Context: an optimization exercise on an open-source flow, tuned for small area, a short achievable clock period and few clock cycles. The choices shown serve that exercise and are no tape-out recipe.
Function was not checked in any run shown here: the RTL went through the layout flow alone.
No activity file was given, so power comes from the tool's default toggle rates.

**design/flow/config.mk**
```make
export PLATFORM = sky130hd
export DESIGN_NAME = offload_engine
export DESIGN_NICKNAME = offload_engine
export VERILOG_FILES = /design/flow/design.v
export SDC_FILE = /design/flow/constraint.sdc
export NUM_CORES = 4
export LEC_CHECK = 0
export CAP_MARGIN = 20
export CORE_MARGIN = 2
export CORE_UTILIZATION = 45
export CTS_CLUSTER_DIAMETER = 100
export CTS_CLUSTER_SIZE = 30
export SETUP_SLACK_MARGIN = 5
export SLEW_MARGIN = 20
```
**design/flow/constraint.sdc**
```tcl
create_clock -name core_clock -period 8.0 [get_ports {ACLK}]
set_input_delay 1.6000 -clock core_clock [delete_from_list [all_inputs] [get_ports {ACLK}]]
set_output_delay 1.6000 -clock core_clock [all_outputs]
set_load 0.01 [all_outputs]
```
**design/flow/design.v**
```verilog
`default_nettype none
module host_ctrl_regs (
    input  wire          ACLK,
    input  wire          ARESET,
    input  wire          csr_awvalid,
    input  wire [11:0]   csr_awaddr,
    input  wire          csr_wvalid,
    input  wire [31:0]   csr_wdata,
    input  wire          csr_bready,
    input  wire          csr_arvalid,
    input  wire [11:0]   csr_araddr,
    input  wire          csr_rready,
    output wire          csr_awready,
    output wire          csr_wready,
    output wire          csr_bvalid,
    output wire          csr_arready,
    output wire          csr_rvalid,
    output wire [31:0]   csr_rdata,
    input  wire          busy,
    input  wire          busy_d,      
    input  wire          run_done,
    output wire          start,
    output logic [31:0]  timeout_cycles,
    output logic [191:0] base_addr
);
    logic        awready_q, wready_q, bvalid_q, wr_go;
    logic [11:0] waddr_q;
    logic [31:0] wdata_q;
    logic        aw_hs, w_hs, both;
    assign csr_awready = awready_q;
    assign csr_wready  = wready_q;
    assign csr_bvalid  = bvalid_q;
    assign aw_hs = csr_awvalid && awready_q;
    assign w_hs  = csr_wvalid && wready_q;
    assign both  = (aw_hs || (!awready_q && !bvalid_q)) && (w_hs || (!wready_q && !bvalid_q));
    always_ff @(posedge ACLK) begin
        if (aw_hs) waddr_q <= csr_awaddr;
        if (w_hs)  wdata_q <= csr_wdata;
    end
    always_ff @(posedge ACLK) begin
        if (ARESET) begin
            awready_q <= 1'b1;
            wready_q  <= 1'b1;
            bvalid_q  <= 1'b0;
            wr_go     <= 1'b0;
        end else begin
            wr_go <= both;
            if (both) begin
                awready_q <= 1'b0;
                wready_q  <= 1'b0;
                bvalid_q  <= 1'b1;
            end else if (bvalid_q) begin
                if (csr_bready) begin
                    bvalid_q  <= 1'b0;
                    awready_q <= 1'b1;
                    wready_q  <= 1'b1;
                end
            end else begin
                if (aw_hs) awready_q <= 1'b0;
                if (w_hs)  wready_q  <= 1'b0;
            end
        end
    end
    logic wa_hi0, wa_ctrl;
    assign wa_hi0  = waddr_q[11:6] == 6'd0 && waddr_q[1:0] == 2'd0;
    assign wa_ctrl = wa_hi0 && waddr_q[5:2] == 4'd0;
    assign start   = wr_go && wa_ctrl && wdata_q[0] && !busy;
    always_ff @(posedge ACLK) begin
        if (ARESET) begin
            timeout_cycles <= '0;
            base_addr      <= '0;
        end else if (wr_go && wa_hi0) begin
            case (waddr_q[5:2])
                4'h4: timeout_cycles     <= wdata_q;
                4'h6: base_addr[31:0]    <= wdata_q;
                4'h7: base_addr[63:32]   <= wdata_q;
                4'h8: base_addr[95:64]   <= wdata_q;
                4'h9: base_addr[127:96]  <= wdata_q;
                4'ha: base_addr[159:128] <= wdata_q;
                4'hb: base_addr[191:160] <= wdata_q;
                default: ;
            endcase
        end
    end
    logic        arready_q, rvalid_q, slow_q, rd_ctrl_q, done_q, done_d;
    logic [6:0]  sel_q;
    logic [31:0] rdata_q;
    logic        ar_hs, r_hs;
    logic        ra_hi0, ra_ctrl;
    assign csr_arready = arready_q;
    assign csr_rvalid  = rvalid_q;
    assign csr_rdata   = rdata_q;
    assign ar_hs   = csr_arvalid && arready_q;
    assign r_hs    = rvalid_q && csr_rready;
    assign ra_hi0  = csr_araddr[11:6] == 6'd0 && csr_araddr[1:0] == 2'd0;
    assign ra_ctrl = ra_hi0 && csr_araddr[5:2] == 4'd0;
    always_ff @(posedge ACLK) begin
        if (ARESET) begin
            arready_q <= 1'b1;
            rvalid_q  <= 1'b0;
            slow_q    <= 1'b0;
            rd_ctrl_q <= 1'b0;
        end else begin
            slow_q <= 1'b0;
            if (ar_hs) begin
                arready_q <= 1'b0;
                rvalid_q  <= ra_ctrl;
                slow_q    <= !ra_ctrl;
                rd_ctrl_q <= ra_ctrl;
            end else if (slow_q) begin
                rvalid_q <= 1'b1;
            end else if (r_hs) begin
                rvalid_q  <= 1'b0;
                arready_q <= 1'b1;
                rd_ctrl_q <= 1'b0;
            end
        end
    end
    always_ff @(posedge ACLK) begin
        if (ar_hs) begin
            sel_q[0] <= ra_hi0 && csr_araddr[5:2] == 4'h4;
            sel_q[1] <= ra_hi0 && csr_araddr[5:2] == 4'h6;
            sel_q[2] <= ra_hi0 && csr_araddr[5:2] == 4'h7;
            sel_q[3] <= ra_hi0 && csr_araddr[5:2] == 4'h8;
            sel_q[4] <= ra_hi0 && csr_araddr[5:2] == 4'h9;
            sel_q[5] <= ra_hi0 && csr_araddr[5:2] == 4'ha;
            sel_q[6] <= ra_hi0 && csr_araddr[5:2] == 4'hb;
            rdata_q  <= {30'd0, done_d && ra_ctrl, busy_d && ra_ctrl};
        end else if (slow_q) begin
            rdata_q <= ({32{sel_q[0]}} & timeout_cycles)
                     | ({32{sel_q[1]}} & base_addr[31:0])
                     | ({32{sel_q[2]}} & base_addr[63:32])
                     | ({32{sel_q[3]}} & base_addr[95:64])
                     | ({32{sel_q[4]}} & base_addr[127:96])
                     | ({32{sel_q[5]}} & base_addr[159:128])
                     | ({32{sel_q[6]}} & base_addr[191:160]);
        end
    end
    always_comb begin
        done_d = done_q;
        if (run_done) done_d = 1'b1;
        else if (r_hs && rd_ctrl_q && rdata_q[1]) done_d = 1'b0;
    end
    always_ff @(posedge ACLK) begin
        if (ARESET) done_q <= 1'b0;
        else        done_q <= done_d;
    end
endmodule
`default_nettype wire
`default_nettype none
module run_sequencer (
    input  wire        ACLK,
    input  wire        ARESET,
    input  wire        start,
    input  wire [31:0] timeout_cycles,
    input  wire [2:0]  copied,
    input  wire [2:0]  last_r,
    input  wire [2:0]  sent,
    input  wire [2:0]  last_b,
    output logic       busy,
    output wire        busy_d,
    output logic       copy,
    output wire        send_go,
    output logic       send,
    output wire        abort,
    output wire        run_done
);
    logic [31:0] cycle_count;
    logic        expired;
    assign send_go  = copy && &(copied | last_r);
    assign abort    = busy && expired;
    assign run_done = abort || (send && &(sent | last_b));
    assign busy_d   = start || (busy && !run_done);
    always_ff @(posedge ACLK) begin
        if (ARESET) begin
            busy <= 1'b0;
            copy <= 1'b0;
            send <= 1'b0;
        end else begin
            busy <= busy_d;
            if (start) begin
                copy <= 1'b1;
            end else if (run_done) begin
                copy <= 1'b0;
                send <= 1'b0;
            end else if (send_go) begin
                copy <= 1'b0;
                send <= 1'b1;
            end
        end
    end
    always_ff @(posedge ACLK) begin
        if (ARESET || !busy) begin
            cycle_count <= '0;
            expired     <= 1'b0;
        end else begin
            cycle_count <= cycle_count + 32'd1;
            if (timeout_cycles != '0 && cycle_count == timeout_cycles) expired <= 1'b1;
        end
    end
endmodule
`default_nettype wire
`default_nettype none
module mem_channel (
    input  wire         ACLK,
    input  wire         ARESET,
    input  wire         start,       
    input  wire         copy,        
    input  wire         send_go,     
    input  wire         send,        
    input  wire         abort,       
    input  wire [63:0]  base_addr,
    output wire         rd_arvalid,
    output wire [63:0]  rd_araddr,
    output wire         rd_rready,
    input  wire         rd_arready,
    input  wire         rd_rvalid,
    input  wire [31:0]  rd_rdata,
    output wire         wr_awvalid,
    output wire [63:0]  wr_awaddr,
    output wire         wr_wvalid,
    output wire [31:0]  wr_wdata,
    output wire         wr_bready,
    input  wire         wr_awready,
    input  wire         wr_wready,
    input  wire         wr_bvalid,
    output wire         last_r,      
    output wire         copied,
    output wire         last_b,      
    output wire         sent
);
    localparam int N = 32;
    logic [31:0] fifo [N];
    logic        arv_q, awv_q, wv_q;
    logic [4:0]  a_cnt, r_cnt, w_cnt;
    logic        r_done, w_done;
    logic [4:0]  lo_q;
    logic        wrap_q, wrap_d;
    logic [56:0] hi_q, hi_inc;
    logic        a_hs, r_hs, w_hs, b_hs, last_a;
    assign a_hs   = (arv_q && rd_arready) || (awv_q && wr_awready);
    assign r_hs   = copy && rd_rvalid;
    assign w_hs   = wv_q && wr_wready;
    assign b_hs   = send && wr_bvalid;
    assign last_a = a_hs && a_cnt == 5'd31;
    assign last_r = r_hs && r_cnt == 5'd31;
    assign copied = r_done;
    assign last_b = b_hs && r_cnt == 5'd31;
    assign sent   = r_done;
    assign hi_inc = base_addr[63:7] + 57'd1;
    always_comb begin
        wrap_d = wrap_q;
        if (start || last_a) wrap_d = 1'b0;
        else if (a_hs && lo_q == 5'd31) wrap_d = 1'b1;
    end
    always_ff @(posedge ACLK) begin
        wrap_q <= wrap_d;
        hi_q   <= wrap_d ? hi_inc : base_addr[63:7];
        if (start) lo_q <= base_addr[6:2];
        else if (a_hs) lo_q <= lo_q + 5'd1;
    end
    always_ff @(posedge ACLK) begin
        if (ARESET) begin
            arv_q  <= 1'b0;
            awv_q  <= 1'b0;
            wv_q   <= 1'b0;
            a_cnt  <= '0;
            r_cnt  <= '0;
            w_cnt  <= '0;
            r_done <= 1'b0;
            w_done <= 1'b0;
        end else begin
            if (start) begin
                arv_q  <= 1'b1;
                a_cnt  <= '0;
                r_cnt  <= '0;
                w_cnt  <= '0;
                r_done <= 1'b0;
                w_done <= 1'b0;
            end else begin
                if (a_hs) begin
                    a_cnt <= a_cnt + 5'd1;
                    if (last_a) begin
                        arv_q <= 1'b0;
                        awv_q <= 1'b0;
                    end
                end
                if (r_hs || b_hs) begin
                    r_cnt <= r_cnt + 5'd1;
                    if (r_cnt == 5'd31) r_done <= 1'b1;
                end
                if (send_go) begin
                    awv_q  <= 1'b1;
                    wv_q   <= 1'b1;
                    r_done <= 1'b0;
                end
                if (w_hs) begin
                    w_cnt <= w_cnt + 5'd1;
                    if (w_cnt == 5'd31) wv_q <= 1'b0;
                end
            end
            if (abort) begin
                arv_q <= 1'b0;
                awv_q <= 1'b0;
                wv_q  <= 1'b0;
            end
        end
    end
    always_ff @(posedge ACLK) begin
        if (r_hs || w_hs) begin
            for (int i = 0; i < N - 1; i++) fifo[i] <= fifo[i+1];
            fifo[N-1] <= rd_rdata;
        end
    end
    assign rd_arvalid = arv_q;
    assign rd_araddr  = {hi_q, lo_q, base_addr[1:0]};
    assign rd_rready  = 1'b1;
    assign wr_awvalid = awv_q;
    assign wr_awaddr  = {hi_q, lo_q, base_addr[1:0]};
    assign wr_wvalid  = wv_q;
    assign wr_wdata   = fifo[0];
    assign wr_bready  = 1'b1;
endmodule
`default_nettype wire
`default_nettype none
module offload_engine (
    input  wire          ACLK,
    input  wire          ARESET,
    input  wire          csr_awvalid,
    input  wire [11:0]   csr_awaddr,
    input  wire          csr_wvalid,
    input  wire [31:0]   csr_wdata,
    input  wire          csr_bready,
    input  wire          csr_arvalid,
    input  wire [11:0]   csr_araddr,
    input  wire          csr_rready,
    output wire          csr_awready,
    output wire          csr_wready,
    output wire          csr_bvalid,
    output wire          csr_arready,
    output wire          csr_rvalid,
    output wire [31:0]   csr_rdata,
    output wire [2:0]    mem_arvalid,
    output wire [191:0]  mem_araddr,
    output wire [2:0]    mem_rready,
    input  wire [2:0]    mem_arready,
    input  wire [2:0]    mem_rvalid,
    input  wire [95:0]   mem_rdata,
    output wire [2:0]    mem_awvalid,
    output wire [191:0]  mem_awaddr,
    output wire [2:0]    mem_wvalid,
    output wire [95:0]   mem_wdata,
    output wire [2:0]    mem_bready,
    input  wire [2:0]    mem_awready,
    input  wire [2:0]    mem_wready,
    input  wire [2:0]    mem_bvalid
);
    localparam int NUM_CHANNELS = 3;
    logic         start, busy, busy_d, copy, send_go, send, abort, run_done;
    logic [31:0]  timeout_cycles;
    logic [191:0] base_addr;
    logic [2:0]   last_r, copied, last_b, sent;
    host_ctrl_regs u_regs (
        .ACLK           (ACLK),
        .ARESET         (ARESET),
        .csr_awvalid    (csr_awvalid),
        .csr_awaddr     (csr_awaddr),
        .csr_wvalid     (csr_wvalid),
        .csr_wdata      (csr_wdata),
        .csr_bready     (csr_bready),
        .csr_arvalid    (csr_arvalid),
        .csr_araddr     (csr_araddr),
        .csr_rready     (csr_rready),
        .csr_awready    (csr_awready),
        .csr_wready     (csr_wready),
        .csr_bvalid     (csr_bvalid),
        .csr_arready    (csr_arready),
        .csr_rvalid     (csr_rvalid),
        .csr_rdata      (csr_rdata),
        .busy           (busy),
        .busy_d         (busy_d),
        .run_done       (run_done),
        .start          (start),
        .timeout_cycles (timeout_cycles),
        .base_addr      (base_addr)
    );
    run_sequencer u_sequencer (
        .ACLK           (ACLK),
        .ARESET         (ARESET),
        .start          (start),
        .timeout_cycles (timeout_cycles),
        .copied         (copied),
        .last_r         (last_r),
        .sent           (sent),
        .last_b         (last_b),
        .busy           (busy),
        .busy_d         (busy_d),
        .copy           (copy),
        .send_go        (send_go),
        .send           (send),
        .abort          (abort),
        .run_done       (run_done)
    );
    for (genvar k = 0; k < NUM_CHANNELS; k++) begin : g_channel
        mem_channel u_channel (
            .ACLK       (ACLK),
            .ARESET     (ARESET),
            .start      (start),
            .copy       (copy),
            .send_go    (send_go),
            .send       (send),
            .abort      (abort),
            .base_addr  (base_addr[k*64 +: 64]),
            .rd_arvalid (mem_arvalid[k]),
            .rd_araddr  (mem_araddr[k*64 +: 64]),
            .rd_rready  (mem_rready[k]),
            .rd_arready (mem_arready[k]),
            .rd_rvalid  (mem_rvalid[k]),
            .rd_rdata   (mem_rdata[k*32 +: 32]),
            .wr_awvalid (mem_awvalid[k]),
            .wr_awaddr  (mem_awaddr[k*64 +: 64]),
            .wr_wvalid  (mem_wvalid[k]),
            .wr_wdata   (mem_wdata[k*32 +: 32]),
            .wr_bready  (mem_bready[k]),
            .wr_awready (mem_awready[k]),
            .wr_wready  (mem_wready[k]),
            .wr_bvalid  (mem_bvalid[k]),
            .last_r     (last_r[k]),
            .copied     (copied[k]),
            .last_b     (last_b[k]),
            .sent       (sent[k])
        );
    end
endmodule
`default_nettype wire
```
**design/flow/run.sh**
```bash
#!/bin/bash
# synth_recipe.tcl (not shown) runs the flow's synth.tcl, then flattens the netlist and writes it again
# the make line also repeats each setting of config.mk as NAME=value (left out here)
make -C /OpenROAD-flow-scripts/flow DESIGN_CONFIG=/design/flow/config.mk WORK_HOME=/design/flow/orfs CLKGATE_MAP_FILE= SYNTH_SCRIPT=/design/flow/synth_recipe.tcl finish
```
==> results by group, run 1 <==
Yosys
  – Mapped cell area: 119,000 µm²
  – Library cells used by synthesis: 65
  – Most area-consuming cells after synthesis: sky130_fd_sc_hd__edfxtp_1 (79%), sky130_fd_sc_hd__dfxtp_1 (8.9%), sky130_fd_sc_hd__nand2_1 (2.1%), sky130_fd_sc_hd__buf_4 (1.3%), sky130_fd_sc_hd__a21oi_1 (1.3%)
  – Asr flop ratio synth: 0%
  – Sequential-to-total area share from yosys stat: 88.4%
  – Post-synthesis cell type with the largest combined area: sky130_fd_sc_hd__edfxtp_1
  – Top cell type's share of synthesized area: 79.5%
  – Mean cell area of the mapped netlist: 19.5 µm²
  – Yosys warns: 4
  – Predominant post-synthesis flop cell: sky130_fd_sc_hd__edfxtp_1
  – FF+latch count, synth: 3,670
  – Instance count of the mapped netlist: 6,098
  – Number of synthesized flops with an enable pin: 3,140

GRT
  – First-pass GRT wire length: 340 mm
  – Largest net degree at the start of global routing: 187
  – GRT Total Usage: 17.7%
  – Antenna violations before repair: 61
  – Number of global-route vias before repair: 48,400
  – Total global routing overflow: 0

Cells and area
  – Seq. cell area: 106,000 µm²
  – Total of fill cells in the finished design: 20,500
  – Total area of multi-input combinational cells: 11,700 µm²
  – Layout cells sized above 1: 17.5%
  – Relative area change from synthesis to final layout: 14.7%
  – Non-Filler Instances: 10,400
  – Final-stage net count: 6,982

Clock network
  – Clock Pin Slew Worst Setup and Hold Paths: 0.12 ns
  – Clock sink count: 3,670
  – Root buffer cell: sky130_fd_sc_hd__clkbuf_16
  – TritonCTS clock tree: done
  – Clock buffers created by TritonCTS: 145
  – Deepest clock path buffer count: 3
  – H-tree level count: 4
  – Clk Latency, worst-skew pair: 0.88 ns

Routing
  – DR vias/cell: 5.02
  – DRC: 0
  – First drt pass iteration count: 6
  – Via total after detailed routing: 52,100
  – WL/cell: 23.5 µm
  – Number of nets still failing antenna checks after routing: 0
  – Wirelength, routed: 244 mm
  – Number of DRC violations after detailed-routing iteration 0: 6,070

Timing
  – Normalized max-slew margin: 33.8%
  – Transition time at the pin with the least slew margin: 0.985 ns
  – Post-route minimum period: 3.21 ns
  – Count of final hold-check violations: 0
  – Clock skew after layout: 0.0449 ns
  – Pins Over Slew Limit: 0
  – Unrepaired setup endpoints after global routing: yes
  – Final-report setup violation count: 0
  – Maximum clock frequency: 311 MHz
  – Final setup TNS: 0 ns
  – Tcrit/Tclk final: 40.1%

Floorplanning
  – Effective utilization at floorplan: 45.2%
  – Row count: 188
  – Horiz. Die Dim: 517 µm
  – Core box area: 262,000 µm²
  – Area of the die: 268,000 µm²
  – Top-level port count: 706
  – DIE HEIGHT: 517 µm

Worst setup path
  – CP endpoint kind: primary output
  – Critical path type: reg2out
  – CP startpoint kind: register
  – Arr. time, crit path: 1.61 ns
  – Largest fanout on the critical path: 3
  – Worst endpoint required time: 6.40 ns

Power
  – Power per Cell Area: 220 nW/µm²
  – Leak: 43.4 nW
  – Worst VDD drop: 0.236 mV

Run status
  – Status: timing/DRC/antenna clean

Placement
  – Routability-driven placement congestion ratio: 0.893
  – Half-perimeter wire length after detailed placement: 161 mm
  – Number of placed instances, taps included: 9,999
  – Number of I/O port buffers: 699

Run
  – Total of max-cap violations: 0

Min path
  – Class of the tightest hold or removal check: reg2reg
[routing by layer]
layer  vias to the layer above  GRT usage, %  part of all wire [%]
met5                         -             0                 0.082
met4                        30          5.69                   3.4
met3                       341          3.15                   7.4
met2                      1896          26.0                    44
met1                     25800          26.8                    45
li1                      24000             -                     -
[power breakdown]
group          switching, mW  leakage (nW)  internal (mW)
sequential            0.0738          32.7           20.4
combinational          0.194          8.63          0.142
clock                   5.51          2.13           3.64
total                   5.78          43.4           24.2
[cell families (layout without fill, tap and decap cells)]
family	count (synthesis)	after routing	synth area share (%)
flops	3670	3670	88.4
simple gates	1249	1257	4.92
compound gates	473	473	2.36
buf+inv	417	1163	2.04
xor+xnor	255	255	1.89
fa+ha+maj	28	28	0.295
mux	5	5	0.0433
other cells	1	18	0.00316
[worst max-delay path, stage by stage (launching register included)]
cell and delay [ns]:
sky130_fd_sc_hd__edfxtp_1 0.46, sky130_fd_sc_hd__buf_12 0.17, sky130_fd_sc_hd__buf_6 0.12
[worst paths after layout]
check / startpoint / to / slack (ns) / cells past startpoint
max: g_channel[2].u_channel.lo_q[0]$_DFFE_PP_ / mem_awaddr[130] / 4.79 / 2
min: g_channel[2].u_channel.fifo[21][16]$_DFFE_PP_ / g_channel[2].u_channel.fifo[20][16]$_DFFE_PP_ / 0.39 / 0
max reg2reg: u_regs.base_addr[13]$_SDFFE_PP0P_ / g_channel[0].u_channel.hi_q[51]$_DFF_P_ / 5.02 / 5
min reg2reg: g_channel[2].u_channel.fifo[21][16]$_DFFE_PP_ / g_channel[2].u_channel.fifo[20][16]$_DFFE_PP_ / 0.39 / 0
[placed cells by master, fill, tap and decap left out, types with 9 or more instances in the layout]
cell type	synthesis	final
sky130_fd_sc_hd__edfxtp_1	3140	3140
sky130_fd_sc_hd__nand2_1	670	659
sky130_fd_sc_hd__buf_6	0	514
sky130_fd_sc_hd__a21oi_1	310	310
sky130_fd_sc_hd__dfxtp_1	530	308
sky130_fd_sc_hd__dfxtp_4	0	188
sky130_fd_sc_hd__clkdlybuf4s50_1	0	172
sky130_fd_sc_hd__clkbuf_16	0	151
sky130_fd_sc_hd__xnor2_1	144	144
sky130_fd_sc_hd__xor2_1	110	110
sky130_fd_sc_hd__nor2_1	109	108
sky130_fd_sc_hd__nand4_1	97	97
sky130_fd_sc_hd__nand3_1	92	89
sky130_fd_sc_hd__buf_4	213	88
sky130_fd_sc_hd__buf_2	27	87
sky130_fd_sc_hd__nor4_1	83	75
sky130_fd_sc_hd__a221oi_1	60	60
sky130_fd_sc_hd__nor3_1	53	53
sky130_fd_sc_hd__clkbuf_1	139	43
sky130_fd_sc_hd__and3_1	42	42
sky130_fd_sc_hd__o21ai_0	41	41
sky130_fd_sc_hd__dfxtp_2	0	34
sky130_fd_sc_hd__a22o_1	33	32
sky130_fd_sc_hd__inv_1	29	29
sky130_fd_sc_hd__ha_1	28	28
sky130_fd_sc_hd__and2_1	26	25
sky130_fd_sc_hd__buf_16	0	18
sky130_fd_sc_hd__buf_12	0	17
sky130_fd_sc_hd__and4_1	15	13
sky130_fd_sc_hd__diode_2	0	12
sky130_fd_sc_hd__nand2_4	0	10
sky130_fd_sc_hd__nor4_2	4	9
sky130_fd_sc_hd__nand2b_1	10	9
[flip-flops by register name (all words and copies together) (netlist names), 3 cells and up]
register	cells
g_channel.u_channel.a_cnt	15
g_channel.u_channel.arv_q	3
g_channel.u_channel.awv_q	3
g_channel.u_channel.fifo	3072
g_channel.u_channel.hi_q	171
g_channel.u_channel.lo_q	15
g_channel.u_channel.r_cnt	15
g_channel.u_channel.r_done	3
g_channel.u_channel.w_cnt	15
g_channel.u_channel.wrap_q	3
g_channel.u_channel.wv_q	3
u_regs.base_addr	192
u_regs.rdata_q	32
u_regs.sel_q	7
u_regs.timeout_cycles	32
u_regs.waddr_q	12
u_regs.wdata_q	32
u_sequencer.cycle_count	32
[synthesized netlist by cell type, drive strengths merged (2+ instances only)]
cell type and n:
a221oi 60, and2 28, ha 28, o22ai 3
o21ai 41, a22oi 5, clkbuf 140, nor3b 3
xor2 110, nor4 87, nor3 54, nand3 94
nor2 109, a21oi 310, a222oi 2, a311oi 3
a41o 3, nand3b 3, or3 8, buf 245
xnor2 145, nand2 670, o21a 2, nand2b 10
and4 17, a21o 3, or4 6, nor4b 4
mux2i 4, nand4 98, inv 29, or4b 3
nor2b 5, dfxtp 530, or2 4, edfxtp 3140
a31oi 4, a22o 33, and3 43, o211ai 2
[stage by stage]
step / hold slack [ns] / util, % / instance area (µm²) / setup slack [ns] / power [mW]
after global placement: 0.400 / 49.0 / 129000 / 3.52 / 21.3
after global routing: 0.390 / 51.9 / 136000 / 4.71 / 31.0
after detailed placement: 0.405 / 49.0 / 129000 / 3.45 / 21.3
final: 0.390 / 51.9 / 136000 / 4.79 / 30.0
after CTS: 0.378 / 51.6 / 135000 / 4.70 / 30.3
after floorplan: 0.400 / - / 119000 / 1.92 / 21.0
[what timing repair did]
action                                   CTS  global route
endpoints found under the setup margin  2888          1768
hold buffers                               0             0
endpoints found under the hold margin      0             0
pin swaps                                  5             3
gates cloned                              13             7
resized for setup                       3060           145
buffers inserted                         116            13
[cell type report]
cell class                 count  share of cell area [%]
tap                         3515                    3.23
clock buffer                 190                    2.82
antenna                       12                  0.0221
sequential                  3670                    77.6
clock inverter                34                   0.463
multi-input combinational   2024                    8.60
inverter                      30                  0.0828
timing repair buffer         909                    7.14
==> inputs of run 2 (changes only) <==
--- a/design/flow/config.mk
+++ b/design/flow/config.mk
@@ -8,7 +8,5 @@
 export CAP_MARGIN = 20
 export CORE_MARGIN = 2
 export CORE_UTILIZATION = 45
-export CTS_CLUSTER_DIAMETER = 100
-export CTS_CLUSTER_SIZE = 30
 export SETUP_SLACK_MARGIN = 5
 export SLEW_MARGIN = 20
==> results by group, run 2 <==
Timing
  – Final-report setup violation count: 0 (unchanged)
  – Unrepaired setup endpoints after global routing: yes (unchanged)
  – Maximum clock frequency: 311 MHz (about the same)
  – Transition time at the pin with the least slew margin: 1.04 ns (was 0.985 ns)
  – Tcrit/Tclk final: 40.2% (was 40.1%)
  – Worst path setup slack after routing: 4.78 ns (was 4.79 ns)
  – Count of final hold-check violations: 0 (unchanged)
  – Normalized max-slew margin: 30.4% (was 33.8%)
  – Clock skew after layout: 0.0787 ns (was 0.0449 ns)
  – Final setup TNS: 0 ns (unchanged)
  – Post-route minimum period: 3.22 ns (was 3.21 ns)
  – Pins Over Slew Limit: 0 (unchanged)

Run status
  – Status: timing/DRC/antenna clean (unchanged)

Yosys
  – Synth Area in Adders: 0.295% (unchanged)
  – Top cell type's share of synthesized area: 79.5% (unchanged)
  – Post-synthesis cell type with the largest combined area: sky130_fd_sc_hd__edfxtp_1 (unchanged)
  – Mean cell area of the mapped netlist: 19.5 µm² (unchanged)
  – XOR/XNOR share of the synthesized area: 1.89% (unchanged)
  – Leading post-synthesis cells by instance count: sky130_fd_sc_hd__edfxtp_1 (3,140), sky130_fd_sc_hd__nand2_1 (670), sky130_fd_sc_hd__dfxtp_1 (530), sky130_fd_sc_hd__a21oi_1 (310), sky130_fd_sc_hd__buf_4 (213) (unchanged)
  – Yosys warns: 4 (unchanged)
  – Most frequently used cell type in the post-synthesis netlist: sky130_fd_sc_hd__edfxtp_1 (unchanged)
  – Area fraction in compound gates after synthesis: 2.36% (unchanged)
  – Instance count of the mapped netlist: 6,098 (unchanged)
  – Library cells used by synthesis: 65 (unchanged)
  – Mapped cell area: 119,000 µm² (unchanged)
  – FF+latch count, synth: 3,670 (unchanged)
  – Multiplexer area fraction after synthesis: 0.0433% (unchanged)
  – Sequential-to-total area share from yosys stat: 88.4% (unchanged)
  – Largest family of logic cells by synthesized area: simple AND/OR/NAND/NOR gates (unchanged)
  – Most area-consuming cells after synthesis: sky130_fd_sc_hd__edfxtp_1 (79%), sky130_fd_sc_hd__dfxtp_1 (8.9%), sky130_fd_sc_hd__nand2_1 (2.1%), sky130_fd_sc_hd__buf_4 (1.3%), sky130_fd_sc_hd__a21oi_1 (1.3%) (unchanged)
  – Post-Synth Simple-Gate Area: 4.92% (unchanged)
  – Asr flop ratio synth: 0% (unchanged)
  – Number of synthesized flops with an enable pin: 3,140 (unchanged)
  – Predominant post-synthesis flop cell: sky130_fd_sc_hd__edfxtp_1 (unchanged)

Run
  – Total of max-cap violations: 0 (unchanged)

Routing
  – DRC: 0 (unchanged)
  – Highest routed metal layer: met5 (unchanged)
  – Number of nets still failing antenna checks after routing: 0 (unchanged)
  – Routed met2 length: 108 mm (about the same)
  – DR vias/cell: 4.97 (was 5.02)
  – Wirelength, routed: 249 mm (was 244 mm)
  – First drt pass iteration count: 6 (unchanged)
  – Met1 Routed Length: 110 mm (about the same)
  – Via total after detailed routing: 53,500 (was 52,100)
  – WL/cell: 23.1 µm (was 23.5 µm)
  – Number of DRC violations after detailed-routing iteration 0: 5,891 (was 6,070)
  – Metal3 WL: 20.4 mm (was 17.9 mm)

Floorplanning
  – DIE HEIGHT: 517 µm (unchanged)
  – Top-level port count: 706 (unchanged)
  – Effective utilization at floorplan: 45.2% (unchanged)
  – Row count: 188 (unchanged)
  – Core box area: 262,000 µm² (unchanged)
  – Horiz. Die Dim: 517 µm (unchanged)
  – Area of the die: 268,000 µm² (unchanged)

Cells and area
  – Relative area change from synthesis to final layout: 20.3% (was 14.7%)
  – Number of flip-flops in the largest register: 3,072 (unchanged)
  – Commonest non-fill, non-tap cells in the layout: sky130_fd_sc_hd__edfxtp_1 (3,140), sky130_fd_sc_hd__nand2_1 (658), sky130_fd_sc_hd__buf_6 (449) (was sky130_fd_sc_hd__edfxtp_1 (3,140), sky130_fd_sc_hd__nand2_1 (659), sky130_fd_sc_hd__buf_6 (514))
  – Seq. cell area: 106,000 µm² (about the same)
  – Biggest regs: g_channel.u_channel.fifo x3072, u_regs.base_addr x192, g_channel.u_channel.hi_q x171 (unchanged)
  – Reg with most FFs: g_channel.u_channel.fifo (unchanged)
  – Final-stage net count: 7,138 (was 6,982)
  – Layout cells sized above 1: 20.6% (was 17.5%)
  – Total area of multi-input combinational cells: 11,700 µm² (about the same)
  – Total of fill cells in the finished design: 19,900 (was 20,500)
  – Most common library cell in the layout ignoring fill and taps: sky130_fd_sc_hd__edfxtp_1 (unchanged)

Placement
  – Routability-driven placement congestion ratio: 0.893 (unchanged)
  – Half-perimeter wire length after detailed placement: 161 mm (unchanged)
  – Post-place setup slack: 3.45 ns (unchanged)
  – Number of I/O port buffers: 699 (unchanged)

GRT
  – Number of global-route vias before repair: 50,600 (was 48,400)
  – First-pass GRT wire length: 350 mm (was 340 mm)
  – Largest net degree at the start of global routing: 187 (unchanged)
  – Antenna violations before repair: 55 (was 61)
  – Total global routing overflow: 0 (unchanged)
  – GRT Total Usage: 18.2% (was 17.7%)

Clock network
  – Deepest clock path buffer count: 4 (was 3)
  – Root buffer cell: sky130_fd_sc_hd__clkbuf_16 (unchanged)
  – Clock sink count: 3,670 (unchanged)
  – H-tree level count: 5 (was 4)
  – Clock buffers created by TritonCTS: 368 (was 145)
  – Hold-fix buffers, CTS: 0 (unchanged)
  – TritonCTS clock tree: done (unchanged)
  – Clock Pin Slew Worst Setup and Hold Paths: 0.06 ns (was 0.12 ns)
  – Clk Latency, worst-skew pair: 0.91 ns (was 0.88 ns)

Power
  – Power per Cell Area: 263 nW/µm² (was 220 nW/µm²)
  – Worst VDD drop: 0.190 mV (was 0.236 mV)
  – Leak: 46.7 nW (was 43.4 nW)

Min path
  – Class of the tightest hold or removal check: reg2reg (unchanged)

Worst setup path
  – CP endpoint kind: primary output (unchanged)
  – CP startpoint kind: register (unchanged)
  – Critical path type: reg2out (unchanged)
  – Largest fanout on the critical path: 3 (unchanged)
  – Arr. time, crit path: 1.62 ns (was 1.61 ns)
  – Setup slack on the worst flop-to-flop path: 5.06 ns (was 5.02 ns)
  – Worst endpoint required time: 6.40 ns (about the same)
-- run 2: cell counts after synthesis --
Identical to the previous run, type by type.
-- run 2: per-stage QoR --
step | area, µm² | hold WS, ns | power (mW) | utilization, % | std cells
4_1_cts | 142000 | 0.367 | 38.0 | 54.2 | 10700
5_1_grt | 143000 | 0.381 | 38.8 | 54.4 | 10800
2_1_floorplan | 119000 | 0.400 | 21.0 | - | 6103
6_report | 143000 | 0.371 | 37.5 | 54.4 | 10800
3_5_place_dp | 129000 | 0.405 | 21.3 | 49.0 | 9999
3_3_place_gp | 129000 | 0.400 | 21.3 | 49.0 | 9999
-- run 2: critical path, cell delays in order, from the launching register on --
cell                       delay [ns]
sky130_fd_sc_hd__edfxtp_1        0.43
sky130_fd_sc_hd__buf_12          0.17
sky130_fd_sc_hd__buf_6           0.11
-- run 2: final cells by class --
| type | count | area share [%] |
|---|---|---|
| antenna | 15 | 0.0263 |
| sequential | 3670 | 74.1 |
| clock buffer | 457 | 6.93 |
| timing repair buffer | 842 | 6.27 |
| tap | 3515 | 3.08 |
| inverter | 30 | 0.0789 |
| multi-input combinational | 2024 | 8.19 |
| clock inverter | 208 | 1.36 |
-- run 2: timing repair --
action,CTS,global route
pin swaps,5,3
setup endpoints to repair,2942,1426
buffers inserted,54,8
endpoints found under the hold margin,0,0
gates resized for setup,3063,77
gates cloned,14,6
-- run 2: cells by family (layout without fill, tap and decap cells) --
| family | count (synthesis) | in the layout |
|---|---|---|
| XOR/XNOR | 255 | 255 |
| other | 1 | 21 |
| buffers and inverters | 417 | 1537 |
| AND/OR/NAND/NOR | 1249 | 1257 |
| flip-flops | 3670 | 3670 |
| AO/OA/AOI/OAI | 473 | 473 |
| multiplexers | 5 | 5 |
| adder cells (fa/ha/maj) | 28 | 28 |
-- run 2: power breakdown --
group	switching (mW)	internal, mW
Clock	6.86	9.80
Combinational	0.195	0.142
Sequential	0.0734	20.5
-- run 2: per-layer routing --
layer | vias to the layer above | GRT usage, %
met1 | 26300 | 27.0
li1 | 24600 | -
met5 | - | 0
met2 | 2152 | 26.3
met3 | 467 | 4.05
met4 | 24 | 6.85
-- run 2: path summary, 6_finish.rpt --
| check | startpoint | endpoint | depth (start not counted) |
|---|---|---|---|
| worst max-delay path | g_channel[0].u_channel.lo_q[0]$_DFFE_PP_ | mem_awaddr[2] | 2 |
| worst min-delay path | g_channel[1].u_channel.fifo[1][28]$_DFFE_PP_ | g_channel[1].u_channel.fifo[0][28]$_DFFE_PP_ | 0 |
| worst max register to register | u_regs.base_addr[13]$_SDFFE_PP0P_ | g_channel[0].u_channel.hi_q[51]$_DFF_P_ | 5 |
| worst min register to register | g_channel[1].u_channel.fifo[1][28]$_DFFE_PP_ | g_channel[1].u_channel.fifo[0][28]$_DFFE_PP_ | 0 |
==> inputs of run 3 (changes only) <==
--- a/design/flow/design.v
+++ b/design/flow/design.v
@@ -229,17 +229,24 @@
     output wire         last_b,      
     output wire         sent
 );
-    localparam int N = 32;
-    logic [31:0] fifo [N];
-    logic        arv_q, awv_q, wv_q;
+    localparam int N  = 32;
+    localparam int L  = 4;
+    localparam int LW = $clog2(L);
+    logic [31:0] st [N];
+    logic [31:0] wreg;
+    logic        arv_q, awv_q, wv_q, rr_q;
     logic [4:0]  a_cnt, r_cnt, w_cnt;
-    logic        r_done, w_done;
+    logic        r_done;
     logic [4:0]  lo_q;
     logic        wrap_q, wrap_d;
     logic [56:0] hi_q, hi_inc;
     logic        a_hs, r_hs, w_hs, b_hs, last_a;
+    logic [LW-1:0] k_q, s_q, k_d, s_d, pos;
+    logic          k_run;
+    logic [5:0]    lc, pc;
+    logic          load, pop, shift;
     assign a_hs   = (arv_q && rd_arready) || (awv_q && wr_awready);
-    assign r_hs   = copy && rd_rvalid;
+    assign r_hs   = copy && rr_q && rd_rvalid;
     assign w_hs   = wv_q && wr_wready;
     assign b_hs   = send && wr_bvalid;
     assign last_a = a_hs && a_cnt == 5'd31;
@@ -247,6 +254,12 @@
     assign copied = r_done;
     assign last_b = b_hs && r_cnt == 5'd31;
     assign sent   = r_done;
+    assign load  = send_go || (w_hs && !lc[5]);
+    assign pop   = (send || send_go) && !r_hs && k_q == s_q && (pc != lc || load);
+    assign shift = r_hs || pop;
+    assign pos   = LW'(lc) - k_q;
+    assign k_d   = (k_run || r_hs) ? k_q + 1'b1 : k_q;
+    assign s_d   = shift ? s_q + 1'b1 : s_q;
     assign hi_inc = base_addr[63:7] + 57'd1;
     always_comb begin
         wrap_d = wrap_q;
@@ -264,20 +277,36 @@
             arv_q  <= 1'b0;
             awv_q  <= 1'b0;
             wv_q   <= 1'b0;
+            rr_q   <= 1'b1;
             a_cnt  <= '0;
             r_cnt  <= '0;
             w_cnt  <= '0;
             r_done <= 1'b0;
-            w_done <= 1'b0;
+            k_q    <= '0;
+            s_q    <= '0;
+            k_run  <= 1'b0;
+            lc     <= '0;
+            pc     <= '0;
         end else begin
             if (start) begin
                 arv_q  <= 1'b1;
+                rr_q   <= 1'b1;
                 a_cnt  <= '0;
                 r_cnt  <= '0;
                 w_cnt  <= '0;
                 r_done <= 1'b0;
-                w_done <= 1'b0;
+                k_q    <= '0;
+                s_q    <= '0;
+                k_run  <= 1'b0;
+                lc     <= '0;
+                pc     <= '0;
             end else begin
+                k_q <= k_d;
+                s_q <= s_d;
+                if (r_hs) k_run <= 1'b1;
+                rr_q <= !copy || k_d == s_d;
+                if (load) lc <= lc + 6'd1;
+                if (pop)  pc <= pc + 6'd1;
                 if (a_hs) begin
                     a_cnt <= a_cnt + 5'd1;
                     if (last_a) begin
@@ -307,18 +336,20 @@
         end
     end
     always_ff @(posedge ACLK) begin
-        if (r_hs || w_hs) begin
-            for (int i = 0; i < N - 1; i++) fifo[i] <= fifo[i+1];
-            fifo[N-1] <= rd_rdata;
+        for (int i = 0; i < N; i++) begin
+            if (i % L != L - 1)  st[i] <= st[i+1];
+            else if (i == N - 1) st[i] <= shift ? rd_rdata : st[i-L+1];
+            else                 st[i] <= shift ? st[i+1] : st[i-L+1];
         end
+        if (load) wreg <= st[pos];
     end
     assign rd_arvalid = arv_q;
     assign rd_araddr  = {hi_q, lo_q, base_addr[1:0]};
-    assign rd_rready  = 1'b1;
+    assign rd_rready  = rr_q;
     assign wr_awvalid = awv_q;
     assign wr_awaddr  = {hi_q, lo_q, base_addr[1:0]};
     assign wr_wvalid  = wv_q;
-    assign wr_wdata   = fifo[0];
+    assign wr_wdata   = wreg;
     assign wr_bready  = 1'b1;
 endmodule
 `default_nettype wire
--- a/design/flow/config.mk
+++ b/design/flow/config.mk
@@ -8,5 +8,7 @@
 export CAP_MARGIN = 20
 export CORE_MARGIN = 2
 export CORE_UTILIZATION = 45
+export CTS_CLUSTER_DIAMETER = 100
+export CTS_CLUSTER_SIZE = 30
 export SETUP_SLACK_MARGIN = 5
 export SLEW_MARGIN = 20
==> results by group, run 3 <==
Run status
  – Status: timing/DRC/antenna clean (unchanged)

Yosys
  – Area fraction in compound gates after synthesis: 3.07% (was 2.36%)
  – Number of synthesized flops with an enable pin: 164 (was 3,140)
  – Mapped cell area: 105,000 µm² (was 119,000 µm²)
  – Leading post-synthesis cells by instance count: sky130_fd_sc_hd__dfxtp_1 (3,656), sky130_fd_sc_hd__nand2_1 (693), sky130_fd_sc_hd__mux2_2 (563), sky130_fd_sc_hd__a21oi_1 (324), sky130_fd_sc_hd__buf_4 (215) (was sky130_fd_sc_hd__edfxtp_1 (3,140), sky130_fd_sc_hd__nand2_1 (670), sky130_fd_sc_hd__dfxtp_1 (530), sky130_fd_sc_hd__a21oi_1 (310), sky130_fd_sc_hd__buf_4 (213))
  – Yosys warns: 4 (unchanged)
  – Library cells used by synthesis: 76 (was 65)
  – Predominant post-synthesis flop cell: sky130_fd_sc_hd__dfxtp_1 (was sky130_fd_sc_hd__edfxtp_1)
  – Mean cell area of the mapped netlist: 14.2 µm² (was 19.5 µm²)
  – Top cell type's share of synthesized area: 69.5% (was 79.5%)
  – Most area-consuming cells after synthesis: sky130_fd_sc_hd__dfxtp_1 (69%), sky130_fd_sc_hd__mux2_2 (6.0%), sky130_fd_sc_hd__edfxtp_1 (4.7%), sky130_fd_sc_hd__mux2_4 (2.9%), sky130_fd_sc_hd__nand2_1 (2.5%) (was sky130_fd_sc_hd__edfxtp_1 (79%), sky130_fd_sc_hd__dfxtp_1 (8.9%), sky130_fd_sc_hd__nand2_1 (2.1%), sky130_fd_sc_hd__buf_4 (1.3%), sky130_fd_sc_hd__a21oi_1 (1.3%))
  – Sequential-to-total area share from yosys stat: 74.1% (was 88.4%)
  – Multiplexer area fraction after synthesis: 11.1% (was 0.0433%)
  – XOR/XNOR share of the synthesized area: 2.67% (was 1.89%)
  – Instance count of the mapped netlist: 7,443 (was 6,098)
  – Post-Synth Simple-Gate Area: 5.64% (was 4.92%)
  – Largest family of logic cells by synthesized area: multiplexers (was simple AND/OR/NAND/NOR gates)
  – Most frequently used cell type in the post-synthesis netlist: sky130_fd_sc_hd__dfxtp_1 (was sky130_fd_sc_hd__edfxtp_1)
  – Asr flop ratio synth: 0% (unchanged)
  – Post-synthesis cell type with the largest combined area: sky130_fd_sc_hd__dfxtp_1 (was sky130_fd_sc_hd__edfxtp_1)
  – Synth Area in Adders: 0.449% (was 0.295%)
  – FF+latch count, synth: 3,820 (was 3,670)

Clock network
  – Clock buffers created by TritonCTS: 150 (was 368)
  – TritonCTS clock tree: done (unchanged)
  – Clock Pin Slew Worst Setup and Hold Paths: 0.12 ns (was 0.06 ns)
  – Root buffer cell: sky130_fd_sc_hd__clkbuf_16 (unchanged)
  – Deepest clock path buffer count: 3 (was 4)
  – Clk Latency, worst-skew pair: 0.89 ns (was 0.91 ns)
  – H-tree level count: 4 (was 5)
  – Hold-fix buffers, CTS: 0 (unchanged)
  – Clock sink count: 3,820 (was 3,670)

Min path
  – Hold Crit Endpoint: g_channel[1].u_channel.st[22][0]$_DFF_P_ (was g_channel[1].u_channel.fifo[0][28]$_DFFE_PP_)
  – Cell count of the worst hold path: 0 (unchanged)
  – Hold path startpoint: g_channel[1].u_channel.st[23][0]$_DFF_P_ (was g_channel[1].u_channel.fifo[1][28]$_DFFE_PP_)
  – Class of the tightest hold or removal check: reg2reg (unchanged)

Timing
  – Unrepaired setup endpoints after global routing: yes (unchanged)
  – Final-report setup violation count: 0 (unchanged)
  – Pins Over Slew Limit: 0 (unchanged)
  – Maximum clock frequency: 308 MHz (was 311 MHz)
  – Tcrit/Tclk final: 40.5% (was 40.2%)
  – Normalized max-slew margin: 25.2% (was 30.4%)
  – Transition time at the pin with the least slew margin: 1.12 ns (was 1.04 ns)
  – Worst hold-check slack: 0.301 ns (was 0.371 ns)
  – Clock skew after layout: 0.0923 ns (was 0.0787 ns)
  – Count of final hold-check violations: 0 (unchanged)
  – Post-route minimum period: 3.24 ns (was 3.22 ns)
  – Final setup TNS: 0 ns (unchanged)

GRT
  – Total global routing overflow: 0 (unchanged)
  – Largest net degree at the start of global routing: 97 (was 187)
  – GRT Total Usage: 18.8% (was 18.2%)
  – Antenna violations before repair: 27 (was 55)
  – Number of global-route vias before repair: 53,400 (was 50,600)
  – First-pass GRT wire length: 339 mm (was 350 mm)

Cells and area
  – Number of flip-flops in the largest register: 3,072 (unchanged)
  – Finished Core Util: 52.7% (was 54.4%)
  – Relative area change from synthesis to final layout: 16.5% (was 20.3%)
  – Layout cells sized above 1: 27.0% (was 20.6%)
  – Commonest non-fill, non-tap cells in the layout: sky130_fd_sc_hd__dfxtp_1 (3,432), sky130_fd_sc_hd__nand2_1 (689), sky130_fd_sc_hd__mux2_2 (549) (was sky130_fd_sc_hd__edfxtp_1 (3,140), sky130_fd_sc_hd__nand2_1 (658), sky130_fd_sc_hd__buf_6 (449))
  – Post-route cell area: 123,000 µm² (was 143,000 µm²)
  – Final-stage net count: 8,304 (was 7,138)
  – Reg with most FFs: g_channel.u_channel.st (was g_channel.u_channel.fifo)
  – Non-Filler Instances: 11,300 (was 10,800)
  – Most common library cell in the layout ignoring fill and taps: sky130_fd_sc_hd__dfxtp_1 (was sky130_fd_sc_hd__edfxtp_1)
  – Biggest regs: g_channel.u_channel.st x3072, u_regs.base_addr x192, g_channel.u_channel.hi_q x171 (was g_channel.u_channel.fifo x3072, u_regs.base_addr x192, g_channel.u_channel.hi_q x171)

Power
  – Clock share of power: 32.2% (was 44.4%)
  – Fraction of power spent switching nets: 20.6% (was 19.0%)
  – Internal: 23.0 mW (was 30.4 mW)
  – Power per Cell Area: 237 nW/µm² (was 263 nW/µm²)
  – Gate power share: 1.2% (was 0.9%)
  – Net switching power figure: 5.99 mW (was 7.13 mW)
  – Leak: 48.8 nW (was 46.7 nW)
  – Reg power frac: 66.6% (was 54.7%)
  – Worst VDD drop: 0.204 mV (was 0.190 mV)

Placement
  – Half-perimeter wire length after detailed placement: 151 mm (was 161 mm)
  – Number of placed instances, taps included: 10,800 (was 9,999)
  – Number of I/O port buffers: 702 (was 699)
  – Routability-driven placement congestion ratio: 0.904 (was 0.893)
  – Post-DP Area: 114,000 µm² (was 129,000 µm²)

Floorplanning
  – Row count: 177 (was 188)
  – DIE HEIGHT: 488 µm (was 517 µm)
  – Effective utilization at floorplan: 45.3% (was 45.2%)
  – Core box area: 233,000 µm² (was 262,000 µm²)
  – Top-level port count: 706 (unchanged)
  – Horiz. Die Dim: 488 µm (was 517 µm)
  – Area of the die: 238,000 µm² (was 268,000 µm²)

Routing
  – Number of DRC violations after detailed-routing iteration 0: 3,716 (was 5,891)
  – DRC: 0 (unchanged)
  – Number of nets still failing antenna checks after routing: 0 (unchanged)
  – Via total after detailed routing: 54,700 (was 53,500)
  – DR vias/cell: 4.84 (was 4.97)
  – Wirelength, routed: 230 mm (was 249 mm)
  – WL/cell: 20.3 µm (was 23.1 µm)
  – First drt pass iteration count: 6 (unchanged)

Worst setup path
  – CP startpoint kind: register (unchanged)
  – Arr. time, crit path: 1.64 ns (was 1.62 ns)
  – Largest fanout on the critical path: 2 (was 3)
  – CP endpoint kind: primary output (unchanged)
  – Worst endpoint required time: 6.40 ns (about the same)
  – FF-to-FF path depth: 6 (was 5)
  – Critical path type: reg2out (unchanged)
  – Reg-to-reg critical path endpoint: g_channel[2].u_channel.hi_q[48]$_DFF_P_ (was g_channel[0].u_channel.hi_q[51]$_DFF_P_)
  – Origin of the critical flop-to-flop path: u_regs.base_addr[153]$_SDFFE_PP0P_ (was u_regs.base_addr[13]$_SDFFE_PP0P_)
  – Setup slack on the worst flop-to-flop path: 5.01 ns (was 5.06 ns)

Run
  – Total of max-cap violations: 0 (unchanged)
[run 3: cell count changes after synthesis, sizes merged, moves of 41 or more]
cell | previous run | this run
dfxtp | 530 | 3656
edfxtp | 3140 | 164
mux2 | 1 | 770
mux4 | 0 | 96
buf | 245 | 330
nor2 | 109 | 194
xor2 | 110 | 182
nor4 | 87 | 46
[run 3: logic make-up (layout without fill, tap and decap cells)]
kind of cell | Yosys count | in the layout
fa+ha+maj | 38 | 38
buf+inv | 542 | 1253
xor+xnor | 320 | 320
simple gates | 1312 | 1319
mux | 873 | 873
other cells | 1 | 12
compound gates | 537 | 537
flops | 3820 | 3820
[run 3: power groups by stage]
stage | registers (mW) | logic (mW) | clock network [mW]
2_1_floorplan | 19.7 | 0.115 | 0
3_3_place_gp | 19.8 | 0.312 | 0
3_5_place_dp | 19.8 | 0.317 | 0
4_1_cts | 19.3 | 0.332 | 9.69
5_1_grt | 19.4 | 0.357 | 10.4
6_report | 19.3 | 0.338 | 9.35
[run 3: layout make-up]
type / count / area (µm²)
antenna: 9 / 22.5
clock buffer: 194 / 3980
clock inverter: 28 / 479
fill: 19300 / 110000
inverter: 50 / 188
multi-input combinational: 3090 / 25000
sequential: 3820 / 78700
tap: 3132 / 3920
timing repair buffer: 981 / 10500
[run 3: how the worst max path moves through the flow]
stage	start	end	slack, ns	depth (start not counted)
3_5_place_dp	mem_wready[2]	g_channel[2].u_channel.st[15][28]$_DFF_P_	2.80	8
5_1_grt	g_channel[0].u_channel.lo_q[3]$_DFFE_PN_	mem_araddr[5]	4.66	3
4_1_cts	g_channel[0].u_channel.lo_q[2]$_DFFE_PN_	mem_awaddr[4]	4.58	2
2_1_floorplan	mem_wready[0]	g_channel[0].u_channel.st[11][0]$_DFF_P_	4.63	8
6_report	g_channel[0].u_channel.lo_q[2]$_DFFE_PN_	mem_araddr[4]	4.76	3
3_3_place_gp	mem_wready[2]	g_channel[2].u_channel.st[7][2]$_DFF_P_	2.81	8
[run 3: what timing repair did]
action	in CTS	in global routing
pin swaps	21	11
endpoints found under the setup margin	1504	1244
resized for setup	3079	125
setup buffers	182	23
gates cloned	29	6
[run 3: metrics by stage]
stage	setup slack, ns	power, mW
after floorplan	4.63	19.9
after global placement	2.81	20.1
after detailed placement	2.80	20.1
after CTS	4.58	29.4
after global routing	4.66	30.1
final	4.76	29.0
[run 3: worst max-delay path: stages (launching register included)]
cell and delay, ns:
sky130_fd_sc_hd__edfxtp_1 0.43, sky130_fd_sc_hd__buf_6 0.14, sky130_fd_sc_hd__buf_6 0.11, sky130_fd_sc_hd__buf_6 0.11
[run 3: metal layers]
layer / track usage [%] / vias up / share of wire, %
met5: 0 / - / 0.023
met4: 6.94 / 8 / 3.6
met3: 3.46 / 378 / 5.9
met2: 30.0 / 1469 / 46
met1: 25.4 / 26700 / 44
li1: - / 26100 / -
==> inputs of run 4 (changes only) <==
--- a/design/flow/config.mk
+++ b/design/flow/config.mk
@@ -8,7 +8,7 @@
 export CAP_MARGIN = 20
 export CORE_MARGIN = 2
 export CORE_UTILIZATION = 45
-export CTS_CLUSTER_DIAMETER = 100
-export CTS_CLUSTER_SIZE = 30
+export CTS_CLUSTER_DIAMETER = 90
+export CTS_CLUSTER_SIZE = 24
 export SETUP_SLACK_MARGIN = 5
 export SLEW_MARGIN = 20
==> results by group, run 4 <==
Run status
  – Status: timing/DRC/antenna clean (unchanged)

Routing
  – DRC: 0 (unchanged)
  – Met1 Routed Length: 101 mm (was 102 mm)
  – Number of nets still failing antenna checks after routing: 0 (unchanged)
  – DR vias/cell: 4.83 (was 4.84)
  – WL/cell: 20.2 µm (was 20.3 µm)
  – Wirelength, routed: 229 mm (was 230 mm)
  – First drt pass iteration count: 6 (unchanged)
  – Number of DRC violations after detailed-routing iteration 0: 3,695 (was 3,716)
  – Routed met2 length: 104 mm (was 106 mm)
  – Metal3 WL: 13.8 mm (was 13.6 mm)
  – Highest routed metal layer: met5 (unchanged)
  – Via total after detailed routing: 54,800 (was 54,700)

Power
  – Leak: 49.1 nW (was 48.8 nW)
  – Total power: 30.0 mW (was 29.0 mW)
  – Worst VDD drop: 0.195 mV (was 0.204 mV)
  – Power per Cell Area: 243 nW/µm² (was 237 nW/µm²)

Clock network
  – Clk Latency, worst-skew pair: 0.90 ns (was 0.89 ns)
  – Root buffer cell: sky130_fd_sc_hd__clkbuf_16 (unchanged)
  – Clock sink count: 3,820 (unchanged)
  – Clock buffers created by TritonCTS: 183 (was 150)
  – Clock Pin Slew Worst Setup and Hold Paths: 0.09 ns (was 0.12 ns)
  – TritonCTS clock tree: done (unchanged)
  – Hold-fix buffers, CTS: 0 (unchanged)
  – H-tree level count: 4 (unchanged)
  – Deepest clock path buffer count: 3 (unchanged)

Timing
  – Transition time at the pin with the least slew margin: 1.10 ns (was 1.12 ns)
  – Post-route minimum period: 3.24 ns (about the same)
  – Final setup TNS: 0 ns (unchanged)
  – Maximum clock frequency: 308 MHz (about the same)
  – Unrepaired setup endpoints after global routing: yes (unchanged)
  – Count of final hold-check violations: 0 (unchanged)
  – Normalized max-slew margin: 26.6% (was 25.2%)
  – Pins Over Slew Limit: 0 (unchanged)
  – Clock skew after layout: 0.0648 ns (was 0.0923 ns)
  – Tcrit/Tclk final: 40.5% (about the same)
  – Final-report setup violation count: 0 (unchanged)

Cells and area
  – Final-stage net count: 8,324 (was 8,304)
  – Number of flip-flops in the largest register: 3,072 (unchanged)
  – Most common library cell in the layout ignoring fill and taps: sky130_fd_sc_hd__dfxtp_1 (unchanged)
  – Finished Core Util: 53.0% (was 52.7%)
  – Total area of multi-input combinational cells: 24,900 µm² (was 25,000 µm²)
  – Seq. cell area: 78,700 µm² (unchanged)
  – Biggest regs: g_channel.u_channel.st x3072, u_regs.base_addr x192, g_channel.u_channel.hi_q x171 (unchanged)
  – Total of fill cells in the finished design: 19,200 (was 19,300)
  – Reg with most FFs: g_channel.u_channel.st (unchanged)
  – Commonest non-fill, non-tap cells in the layout: sky130_fd_sc_hd__dfxtp_1 (3,432), sky130_fd_sc_hd__nand2_1 (688), sky130_fd_sc_hd__mux2_2 (549) (was sky130_fd_sc_hd__dfxtp_1 (3,432), sky130_fd_sc_hd__nand2_1 (689), sky130_fd_sc_hd__mux2_2 (549))
  – Layout cells sized above 1: 27.3% (was 27.0%)
  – Relative area change from synthesis to final layout: 17.1% (was 16.5%)

Floorplanning
  – DIE HEIGHT: 488 µm (unchanged)
  – Effective utilization at floorplan: 45.3% (unchanged)
  – Horiz. Die Dim: 488 µm (unchanged)
  – Area of the die: 238,000 µm² (unchanged)
  – Top-level port count: 706 (unchanged)
  – Row count: 177 (unchanged)
  – Core box area: 233,000 µm² (unchanged)

Yosys
  – Mean cell area of the mapped netlist: 14.2 µm² (unchanged)
  – Most frequently used cell type in the post-synthesis netlist: sky130_fd_sc_hd__dfxtp_1 (unchanged)
  – Most area-consuming cells after synthesis: sky130_fd_sc_hd__dfxtp_1 (69%), sky130_fd_sc_hd__mux2_2 (6.0%), sky130_fd_sc_hd__edfxtp_1 (4.7%), sky130_fd_sc_hd__mux2_4 (2.9%), sky130_fd_sc_hd__nand2_1 (2.5%) (unchanged)
  – Number of synthesized flops with an enable pin: 164 (unchanged)
  – Post-synthesis cell type with the largest combined area: sky130_fd_sc_hd__dfxtp_1 (unchanged)
  – Predominant post-synthesis flop cell: sky130_fd_sc_hd__dfxtp_1 (unchanged)
  – Mapped cell area: 105,000 µm² (unchanged)
  – Leading post-synthesis cells by instance count: sky130_fd_sc_hd__dfxtp_1 (3,656), sky130_fd_sc_hd__nand2_1 (693), sky130_fd_sc_hd__mux2_2 (563), sky130_fd_sc_hd__a21oi_1 (324), sky130_fd_sc_hd__buf_4 (215) (unchanged)
  – Instance count of the mapped netlist: 7,443 (unchanged)
  – Top cell type's share of synthesized area: 69.5% (unchanged)
  – Asr flop ratio synth: 0% (unchanged)
  – Yosys warns: 4 (unchanged)
  – Library cells used by synthesis: 76 (unchanged)
  – FF+latch count, synth: 3,820 (unchanged)
  – Sequential-to-total area share from yosys stat: 74.1% (unchanged)

Min path
  – Class of the tightest hold or removal check: reg2reg (unchanged)
  – Hold path startpoint: g_channel[2].u_channel.st[27][29]$_DFF_P_ (was g_channel[1].u_channel.st[23][0]$_DFF_P_)
  – Hold Crit Endpoint: g_channel[2].u_channel.st[26][29]$_DFF_P_ (was g_channel[1].u_channel.st[22][0]$_DFF_P_)
  – Cell count of the worst hold path: 0 (unchanged)

Worst setup path
  – CP endpoint kind: primary output (unchanged)
  – Worst endpoint required time: 6.40 ns (about the same)
  – Setup slack on the worst flop-to-flop path: 5.04 ns (was 5.01 ns)
  – CP startpoint kind: register (unchanged)
  – Largest fanout on the critical path: 2 (unchanged)
  – FF-to-FF path depth: 6 (unchanged)
  – Reg-to-reg critical path endpoint: g_channel[2].u_channel.hi_q[48]$_DFF_P_ (unchanged)
  – Arr. time, crit path: 1.64 ns (about the same)
  – Critical path type: reg2out (unchanged)
  – Origin of the critical flop-to-flop path: u_regs.base_addr[153]$_SDFFE_PP0P_ (unchanged)

Run
  – Total of max-cap violations: 0 (unchanged)

Placement
  – Number of I/O port buffers: 702 (unchanged)
  – Half-perimeter wire length after detailed placement: 151 mm (unchanged)
  – Routability-driven placement congestion ratio: 0.904 (unchanged)

GRT
  – Largest net degree at the start of global routing: 97 (unchanged)
  – Number of global-route vias before repair: 53,600 (was 53,400)
  – Total global routing overflow: 0 (unchanged)
  – First-pass GRT wire length: 338 mm (was 339 mm)
  – GRT Total Usage: 18.7% (was 18.8%)
  – Antenna violations before repair: 26 (was 27)
## run 4: cell counts after synthesis
No cell type changed its count.
## run 4: how the worst max path moves through the flow
stage	from	end	slack, ns
finish	g_channel[2].u_channel.lo_q[3]$_DFFE_PN_	mem_araddr[133]	4.76
global route	g_channel[0].u_channel.lo_q[3]$_DFFE_PN_	mem_araddr[5]	4.68
CTS	g_channel[0].u_channel.lo_q[2]$_DFFE_PN_	mem_awaddr[4]	4.60
detailed placement	mem_wready[2]	g_channel[2].u_channel.st[15][28]$_DFF_P_	2.80
global placement	mem_wready[2]	g_channel[2].u_channel.st[7][2]$_DFF_P_	2.81
floorplan	mem_wready[0]	g_channel[0].u_channel.st[11][0]$_DFF_P_	4.63
## run 4: per-layer routing
layer / up-vias / global-route usage (%)
li1: 26100 / -
met1: 26700 / 25.2
met2: 1517 / 29.6
met3: 398 / 3.49
met4: 4 / 8.09
met5: - / 0
## run 4: cell families (layout without fill, tap and decap cells)
logic type	after synthesis	in the layout	synth area share, %
flops	3820	3820	74.1
simple gates	1312	1317	5.64
mux	873	873	11.1
buf+inv	542	1287	2.97
compound gates	537	537	3.07
xor+xnor	320	320	2.67
fa+ha+maj	38	38	0.449
other cells	1	15	0.00356
## run 4: cell type report
cell class | instances | share of cell area, %
Sequential cell | 3820 | 63.8
Multi-Input combinational cell | 3088 | 20.2
Timing Repair Buffer | 970 | 8.30
Clock buffer | 234 | 3.96
Tap cell | 3132 | 3.17
Clock inverter | 33 | 0.439
Inverter | 50 | 0.152
Antenna cell | 12 | 0.0243
## run 4: worst max-delay path: stages, from the launching register on
cell and delay [ns]:
sky130_fd_sc_hd__edfxtp_1 0.43, sky130_fd_sc_hd__buf_6 0.14, sky130_fd_sc_hd__buf_6 0.11, sky130_fd_sc_hd__buf_6 0.11
## run 4: through the flow
step                      hold slack, ns  instances  area, µm²  setup slack, ns
after floorplan                    0.310       7445     106000             4.63
final                              0.299      11300     123000             4.76
after CTS                          0.291      11300     123000             4.60
after global routing               0.302      11300     123000             4.68
after detailed placement           0.312      10800     114000             2.80
after global placement             0.309      10800     114000             2.81
## run 4: power by group
part	switching (mW)	total (mW)	internal [mW]
clock network	5.84	10.3	4.49
registers	0.130	19.3	19.2
logic	0.177	0.336	0.159
## run 4: timing repair
item / 4_1_cts / 5_1_grt
resized for setup: 3075 / 113
setup buffers: 164 / 35
cloned: 23 / 5
endpoints found under the setup margin: 1483 / 999
pin swaps: 21 / 12

-- port drivers added, routing unchanged --
How much do the figures lean on ideal ports? The routed layouts below were timed once more, with nothing changed but the port constraints. Step 1 (the two cells are an assumption about what drives the block):
set clk [get_ports {ACLK}]
set_driving_cell -lib_cell sky130_fd_sc_hd__clkbuf_16 $clk
set_driving_cell -lib_cell sky130_fd_sc_hd__buf_2 [delete_from_list [all_inputs] $clk]
Step 2 also shifts input and output timing later by t, the mid clock arrival at the registers, as if the neighbouring blocks saw the same clock. Slacks: ideal / step 1 / step 2; pairs: ideal / step 1.
| run | t (ns) | setup slack, ns | worst hold slack (ns) | slew at the worst register clock pin (ns) | worst data-port slew with drivers (ns) |
|---|---|---|---|---|---|
| run 1 | 0.947 | 4.789 / 4.694 / 4.013 | 0.390 / 0.390 / 0.390 | 0.12 / 0.12 | 0.23 |
| run 2 | 0.968 | 4.783 / 4.690 / 4.009 | 0.371 / 0.371 / 0.371 | 0.07 / 0.07 | 0.21 |
| run 3 | 0.930 | 4.758 / 4.675 / 4.039 | 0.301 / 0.301 / 0.301 | 0.12 / 0.12 | 0.19 |
| run 4 | 0.946 | 4.757 / 4.672 / 4.031 | 0.299 / 0.299 / 0.299 | 0.10 / 0.10 | 0.19 |
After both steps setup and hold are still met in every run listed. The setup slack of run 1, which loses most, moves by -0.095 ns with the drivers and by -0.776 ns with both steps.
